Source: an optimization exercise on an open RTL-to-GDS flow (aim: a short achievable clock period and few clock cycles). Production flows keep margins and buffers that such runs may drop.
In this exercise RTL edits were held to simulation tests only and were not proved equivalent to the original.
Power figures rest on the tool's default switching activity, not on a simulated workload.

Design mips_pipeline, start of the top module:
module mips_pipeline #(
  parameter logic [31:0] RESET_PC = 32'h0
) (
  input  logic        clk,
  input  logic        rst_n,
  input  logic [31:0] imem_data,
  input  logic        ack,
  input  logic [31:0] dat_r,
  output logic [31:0] imem_addr,
  output logic        cyc,
  output logic        stb,
  output logic        we,
  output logic [31:0] adr,
  output logic [31:0] dat_w,
  output logic        retire_valid,
  output logic [4:0]  retire_reg,
  output logic [31:0] retire_data
);
For scale: about 4,900 cells after synthesis, roughly 1,500 flip-flops, ~76,000 um^2 of cells after synthesis.
clock: 8.0 ns
lec_check: 0
abc_clock_period_in_ps: 2500
cap_margin: 20
core_margin: 2
core_utilization: 40
setup_slack_margin: 5
slew_margin: 20
standard.sh (not shown) runs the stock make flow with config.mk's settings and CLKGATE_MAP_FILE= SYNTH_SCRIPT=/design/flow/synth_recipe.tcl, a recipe that flattens the netlist after the stock synthesis.
==> flow/flow/run.sh <==
#!/bin/bash
# The standard synthesis, then the standard layout with the clock delay
# buffers (clkdlybuf4s*) added to the platform's don't-use cells, so that
# port buffers and repairs use plain buffers. Each step logs to its own file.
set -euo pipefail
bash standard.sh synth > synth.log 2>&1
DONT_USE="sky130_fd_sc_hd__probe_p_8 sky130_fd_sc_hd__probec_p_8 sky130_fd_sc_hd__lpflow_bleeder_1 sky130_fd_sc_hd__lpflow_clkbufkapwr_1 sky130_fd_sc_hd__lpflow_clkbufkapwr_16 sky130_fd_sc_hd__lpflow_clkbufkapwr_2 sky130_fd_sc_hd__lpflow_clkbufkapwr_4 sky130_fd_sc_hd__lpflow_clkbufkapwr_8 sky130_fd_sc_hd__lpflow_clkinvkapwr_1 sky130_fd_sc_hd__lpflow_clkinvkapwr_16 sky130_fd_sc_hd__lpflow_clkinvkapwr_2 sky130_fd_sc_hd__lpflow_clkinvkapwr_4 sky130_fd_sc_hd__lpflow_clkinvkapwr_8 sky130_fd_sc_hd__lpflow_decapkapwr_12 sky130_fd_sc_hd__lpflow_decapkapwr_3 sky130_fd_sc_hd__lpflow_decapkapwr_4 sky130_fd_sc_hd__lpflow_decapkapwr_6 sky130_fd_sc_hd__lpflow_decapkapwr_8 sky130_fd_sc_hd__lpflow_inputiso0n_1 sky130_fd_sc_hd__lpflow_inputiso0p_1 sky130_fd_sc_hd__lpflow_inputiso1n_1 sky130_fd_sc_hd__lpflow_inputiso1p_1 sky130_fd_sc_hd__lpflow_inputisolatch_1 sky130_fd_sc_hd__lpflow_isobufsrc_1 sky130_fd_sc_hd__lpflow_isobufsrc_16 sky130_fd_sc_hd__lpflow_isobufsrc_2 sky130_fd_sc_hd__lpflow_isobufsrc_4 sky130_fd_sc_hd__lpflow_isobufsrc_8 sky130_fd_sc_hd__lpflow_isobufsrckapwr_16 sky130_fd_sc_hd__lpflow_lsbuf_lh_hl_isowell_tap_1 sky130_fd_sc_hd__lpflow_lsbuf_lh_hl_isowell_tap_2 sky130_fd_sc_hd__lpflow_lsbuf_lh_hl_isowell_tap_4 sky130_fd_sc_hd__lpflow_lsbuf_lh_isowell_4 sky130_fd_sc_hd__lpflow_lsbuf_lh_isowell_tap_1 sky130_fd_sc_hd__lpflow_lsbuf_lh_isowell_tap_2 sky130_fd_sc_hd__lpflow_lsbuf_lh_isowell_tap_4"
DONT_USE="$DONT_USE sky130_fd_sc_hd__clkdlybuf4s15_1 sky130_fd_sc_hd__clkdlybuf4s15_2 sky130_fd_sc_hd__clkdlybuf4s18_1 sky130_fd_sc_hd__clkdlybuf4s18_2 sky130_fd_sc_hd__clkdlybuf4s25_1 sky130_fd_sc_hd__clkdlybuf4s25_2 sky130_fd_sc_hd__clkdlybuf4s50_1 sky130_fd_sc_hd__clkdlybuf4s50_2"
bash standard.sh "DONT_USE_CELLS=$DONT_USE" finish > layout.log 2>&1
Testbench counts at the start, summed over its fixed seeds: cycles 18,384.
Rerun with:
--- a/flow/design.v
+++ b/flow/design.v
@@ -232,19 +232,19 @@
                               d_fn == 6'h25 || d_fn == 6'h2a);
   assign d_addi  = d_op == 6'h08;
   assign d_lw    = d_op == 6'h23;
   assign d_sw    = d_op == 6'h2b;
   assign d_beq   = d_op == 6'h04 && d_instr[15:0] != 16'h0;
   assign d_dest  = d_is_r ? d_rd : d_rt;
   assign d_wr    = (d_alu_r || d_addi || d_lw) && d_dest != 5'd0;
   assign d_sub   = d_is_r && (d_fn == 6'h22 || d_fn == 6'h2a);
   assign d_use_imm = !d_is_r && !d_beq;
-  assign d_pred  = d_beq && (d_instr[15:5] == 11'h000 || d_instr[15:5] == 11'h7ff) &&
+  assign d_pred  = d_beq && (d_instr[15:7] == 9'h000 || d_instr[15:7] == 9'h1ff) &&
                    (d_instr[15] || d_rs == d_rt);
   assign d_check = d_beq && !(d_pred && d_rs == d_rt);
   assign d_fix_pc = d_pred ? d_pc4 : d_btarget;
   logic        sa_e, sa_m, sa_l, sa_w, sb_e, sb_m, sb_l, sb_w;
   logic        fa_e, fa_m, fa_l, fb_e, fb_m, fb_l;
   logic [31:0] v_a;          
   logic [31:0] v_b;
   logic [31:0] c_a;          
   logic [31:0] c_b;
@@ -286,36 +286,36 @@
   assign id_redirect = d_valid && d_res && (d_eq != d_pred);
   logic [31:0] pc4;
   logic        if_jump;
   logic        if_pred;
   logic [31:0] if_btarget;
   assign pc4       = pc + 32'd4;
   assign imem_addr = pc;
   assign if_jump   = imem_data[31:26] == 6'h02;
   logic        if_short;
-  logic [5:0]  if_lo;
-  logic [24:0] if_hi_p;
-  logic [24:0] if_hi_m;
+  logic [7:0]  if_lo;
+  logic [22:0] if_hi_p;
+  logic [22:0] if_hi_m;
   logic        if_sel_p;
   logic        if_sel_m;
   logic        if_sel_0;
-  assign if_short  = imem_data[15:5] == 11'h000 || imem_data[15:5] == 11'h7ff;
+  assign if_short  = imem_data[15:7] == 9'h000 || imem_data[15:7] == 9'h1ff;
   assign if_pred   = imem_data[31:26] == 6'h04 && if_short &&
                      (imem_data[15] || imem_data[25:21] == imem_data[20:16]);
-  ks_add #(.W(5), .L(3)) u_if_add (.a(pc4[6:2]), .b(imem_data[4:0]), .cin(1'b0),
-                                   .s(if_lo[4:0]), .cout(if_lo[5]));
-  assign if_hi_p  = pc4[31:7] + 25'd1;
-  assign if_hi_m  = pc4[31:7] - 25'd1;
-  assign if_sel_p = !imem_data[15] && if_lo[5];
-  assign if_sel_m = imem_data[15] && !if_lo[5];
+  ks_add #(.W(7), .L(3)) u_if_add (.a(pc4[8:2]), .b(imem_data[6:0]), .cin(1'b0),
+                                   .s(if_lo[6:0]), .cout(if_lo[7]));
+  assign if_hi_p  = pc4[31:9] + 23'd1;
+  assign if_hi_m  = pc4[31:9] - 23'd1;
+  assign if_sel_p = !imem_data[15] && if_lo[7];
+  assign if_sel_m = imem_data[15] && !if_lo[7];
   assign if_sel_0 = !(if_sel_p || if_sel_m);
-  assign if_btarget = {({25{if_sel_p}} & if_hi_p) | ({25{if_sel_m}} & if_hi_m) |
-                       ({25{if_sel_0}} & pc4[31:7]), if_lo[4:0], 2'b00};
+  assign if_btarget = {({23{if_sel_p}} & if_hi_p) | ({23{if_sel_m}} & if_hi_m) |
+                       ({23{if_sel_0}} & pc4[31:9]), if_lo[6:0], 2'b00};
   logic [31:0] pc_nf;
   logic [31:0] pc_other;
   logic        s_ex, s_st, s_pr, s_j, s_4, sel_id;
   logic        d_valid_nf;
   always_comb begin
     s_ex = ex_redirect;
     s_st = !ex_redirect && stall;
     s_pr = !ex_redirect && !stall && if_pred;
     s_j  = !ex_redirect && !stall && if_jump;
The new run completed with no timing, DRC or antenna violations.
Routed wire length came out higher by about 2.2%.
Core utilization is about the same.
Total power barely changes.
Count of clock-buffer cells in the layout rises by 17.
Combinational power grows by about 0.7%.
Area after synthesis increases by about 0.64%.
Die area rises by 0.64%.
Via count went up by 1.6%.
Worst setup slack improved by 28 ps.
Design area increases by 1.1%.
Testbench counts after the change, summed over its fixed seeds: cycles 18,384.

========
mips_pipeline, a different RTL version from the one above (not shown whole).
For scale: ~5600 cells after synthesis, ~1500 flip-flops.
==> flow/config.mk <==
export PLATFORM = sky130hd
export DESIGN_NAME = mips_pipeline
export DESIGN_NICKNAME = mips_pipeline
export VERILOG_FILES = /design/flow/design.v
export SDC_FILE = /design/flow/constraint.sdc
export NUM_CORES = 4
export LEC_CHECK = 0
export ABC_CLOCK_PERIOD_IN_PS = 2500
export CAP_MARGIN = 20
export CORE_MARGIN = 2
export CORE_UTILIZATION = 40
export SETUP_SLACK_MARGIN = 5
export SLEW_MARGIN = 20
==> flow/constraint.sdc <==
create_clock -name core_clock -period 8.0 [get_ports {clk}]
set_input_delay 1.6000 -clock core_clock [delete_from_list [all_inputs] [get_ports {clk}]]
set_output_delay 1.6000 -clock core_clock [all_outputs]
set_load 0.01 [all_outputs]
Scripts as last shown in full above: flow/flow/run.sh
The starting point finished clean.
Testbench counts at the start, summed over its fixed seeds: cycles 18,381.
Rerun with:
--- a/flow/design.v
+++ b/flow/design.v
@@ -277,12 +277,13 @@
   assign d_use_imm = !d_is_r && !d_beq;
   assign d_pred  = d_beq && (d_instr[15:7] == 9'h000 || d_instr[15:7] == 9'h1ff) &&
                    (d_instr[15] || d_rs == d_rt);
   assign d_check = d_beq && !(d_pred && d_rs == d_rt);
   assign d_fix_pc = d_pred ? d_pc4 : d_btarget;
   logic        sa_e, sa_m, sa_l, sa_w, sb_e, sb_m, sb_l, sb_w;
+  logic        k_m, k_w, k_ra, k_rb;    
   logic        fa_e, fa_m, fa_l, fb_e, fb_m, fb_l;
   logic [31:0] v_a;          
   logic [31:0] v_b;
   logic [31:0] c_a;          
   logic [31:0] c_b;
   assign fa_e = sa_e;
@@ -297,24 +298,19 @@
   assign v_b  = sb_l ? dat_r : c_b;
   assign stall = d_valid && e_load && (sa_e || sb_e);
   logic [31:0] d_k;
   logic        d_eq;
   logic        d_res;        
   logic        id_redirect;
-  logic k_m, k_w, k_ra, k_rb;
-  assign k_m  = fa_e ? sb_m : sa_m;
-  assign k_w  = fa_e ? sb_w : sa_w;
-  assign k_ra = !fa_e && !sa_m && !sa_w;
-  assign k_rb = fa_e && !sb_m && !sb_w;
   assign d_k  = ({32{k_m}} & m_res) | ({32{k_w}} & w_data) | ({32{k_ra}} & d_ra) |
                 ({32{k_rb}} & d_rb);
   id_cmp u_cmp (
     .a(e_a), .b(e_b), .sub(e_sub), .r_and(e_r_and), .r_or(e_r_or), .k(d_k),
     .use_ex(fa_e || fb_e), .same(d_rs == d_rt), .c_a(c_a), .c_b(c_b), .eq(d_eq)
   );
-  assign d_res = d_check && !((fa_e || fb_e) && e_r_slt) && !fa_l && !fb_l;
+  assign d_res = 1'b0;
   assign id_redirect = d_valid && d_res && (d_eq != d_pred);
   logic [31:0] pc4;
   logic        if_jump;
   logic        if_pred;
   logic [31:0] if_btarget;
   assign pc4       = pc + 32'd4;
@@ -337,28 +333,28 @@
   assign if_sel_p = !imem_data[15] && if_lo[7];
   assign if_sel_m = imem_data[15] && !if_lo[7];
   assign if_sel_0 = !(if_sel_p || if_sel_m);
   assign if_btarget = {({23{if_sel_p}} & if_hi_p) | ({23{if_sel_m}} & if_hi_m) |
                        ({23{if_sel_0}} & pc4[31:9]), if_lo[6:0], 2'b00};
   logic [31:0] pc_nf;
-  logic        s_ex, s_st, s_id, s_if, s_pr, s_j, s_4;
+  logic [31:0] pc_other;
+  logic        s_ex, s_st, s_pr, s_j, s_4, sel_id;
   logic        d_valid_nf;
   always_comb begin
     s_ex = ex_redirect;
     s_st = !ex_redirect && stall;
-    s_id = !ex_redirect && !stall && id_redirect;
-    s_if = !ex_redirect && !stall && !id_redirect;
-    s_pr = s_if && if_pred;
-    s_j  = s_if && if_jump;
-    s_4  = s_if && !if_pred && !if_jump;
-    pc_nf = ({32{s_ex}} & e_fix_pc) | ({32{s_st}} & pc) | ({32{s_id}} & d_fix_pc) |
-            ({32{s_pr}} & if_btarget) | ({32{s_j}} & {pc4[31:28], imem_data[25:0], 2'b00}) |
-            ({32{s_4}} & pc4);
-    if (s_ex || s_id) d_valid_nf = 1'b0;
-    else if (s_st)    d_valid_nf = d_valid;
-    else              d_valid_nf = !if_jump;
+    s_pr = !ex_redirect && !stall && if_pred;
+    s_j  = !ex_redirect && !stall && if_jump;
+    s_4  = !ex_redirect && !stall && !if_pred && !if_jump;
+    pc_other = ({32{s_ex}} & e_fix_pc) | ({32{s_st}} & pc) | ({32{s_pr}} & if_btarget) |
+               ({32{s_j}} & {pc4[31:28], imem_data[25:0], 2'b00}) | ({32{s_4}} & pc4);
+    sel_id = id_redirect && !ex_redirect && !stall;
+    pc_nf  = sel_id ? d_fix_pc : pc_other;
+    if (s_ex || sel_id) d_valid_nf = 1'b0;
+    else if (s_st)      d_valid_nf = d_valid;
+    else                d_valid_nf = !if_jump;
   end
   always_ff @(posedge clk or negedge rst_n) begin
     if (!rst_n) begin
       pc      <= RESET_PC;
       d_valid <= 1'b0;
     end else if (!freeze) begin
@@ -394,24 +390,32 @@
       sa_l    <= n_am && e_load;
       sa_w    <= n_aw;
       sb_e    <= n_be;
       sb_m    <= n_bm;
       sb_l    <= n_bm && e_load;
       sb_w    <= n_bw;
+      k_m     <= n_ae ? n_bm : n_am;
+      k_w     <= n_ae ? n_bw : n_aw;
+      k_ra    <= !n_ae && !n_am && !n_aw;
+      k_rb    <= n_ae && !n_bm && !n_bw;
     end else begin
       if (w_valid && w_dest == d_rs) d_ra <= w_data;
       if (w_valid && w_dest == d_rt) d_rb <= w_data;
       if (!freeze) begin
         sa_e <= 1'b0;
         sa_m <= sa_e;
         sa_l <= sa_e && e_load;
         sa_w <= sa_m && !sa_e;
         sb_e <= 1'b0;
         sb_m <= sb_e;
         sb_l <= sb_e && e_load;
         sb_w <= sb_m && !sb_e;
+        k_m  <= sa_e;
+        k_w  <= sa_m && !sa_e;
+        k_ra <= !sa_e && !sa_m;
+        k_rb <= 1'b0;
       end
     end
   end
   logic d_go;
   assign d_go = d_valid && !stall && !ex_redirect;
   always_ff @(posedge clk or negedge rst_n) begin
What happened:
- global-route usage decreases by 3.3 points
- flip-flop and latch count does not change
- utilization falls by 0.83 points
- combinational power shrinks by 22%
- fmax goes up by 37%
- clock power came out lower by about 5%
- worst hold slack degrades by 0.041 ns
- wire length went down by 18%
- power fell by 9.1%
- via count goes down by about 15%
Testbench counts after the change, summed over its fixed seeds: cycles 18,860.

==> static timing again, ports no longer ideal <==
The results above use ideal ports. As a check the final layouts listed here were re-extracted and re-timed, cells and wires unchanged. Step 1: set_driving_cell puts a clkbuf_16 on clk and a buf_2 on each other input, an assumption about the parent block. Step 2, shift: input delay + t, output delay - t, t = (earliest + latest rising clock arrival at the registers) / 2. This alone moves slack from input paths to output paths. Slacks: no drivers / after step 1 / after step 2; pairs: no drivers / after step 1.
run | t (ns) | setup slack, ns | hold WS [ns] | worst register clock-pin slew, ns | worst slew at a driven data input, ns
the first run of note 1 | 0.909 | 4.174 / 4.174 / 3.566 | 0.471 / 0.471 / 0.471 | 0.07 / 0.07 | 0.28
the second run of note 1 | 0.915 | 4.202 / 4.202 / 3.436 | 0.458 / 0.458 / 0.458 | 0.06 / 0.06 | 0.25
the first run of note 2 | 0.913 | 3.095 / 3.095 / 2.700 | 0.467 / 0.467 / 0.467 | 0.07 / 0.07 | 0.27
the second run of note 2 | 0.925 | 4.421 / 4.421 / 3.640 | 0.426 / 0.426 / 0.426 | 0.06 / 0.06 | 0.32
After both steps setup and hold are still met in every run listed. The setup slack of the second run of note 2, which loses most, moves by 0.000 ns with the drivers and by -0.781 ns with both steps.
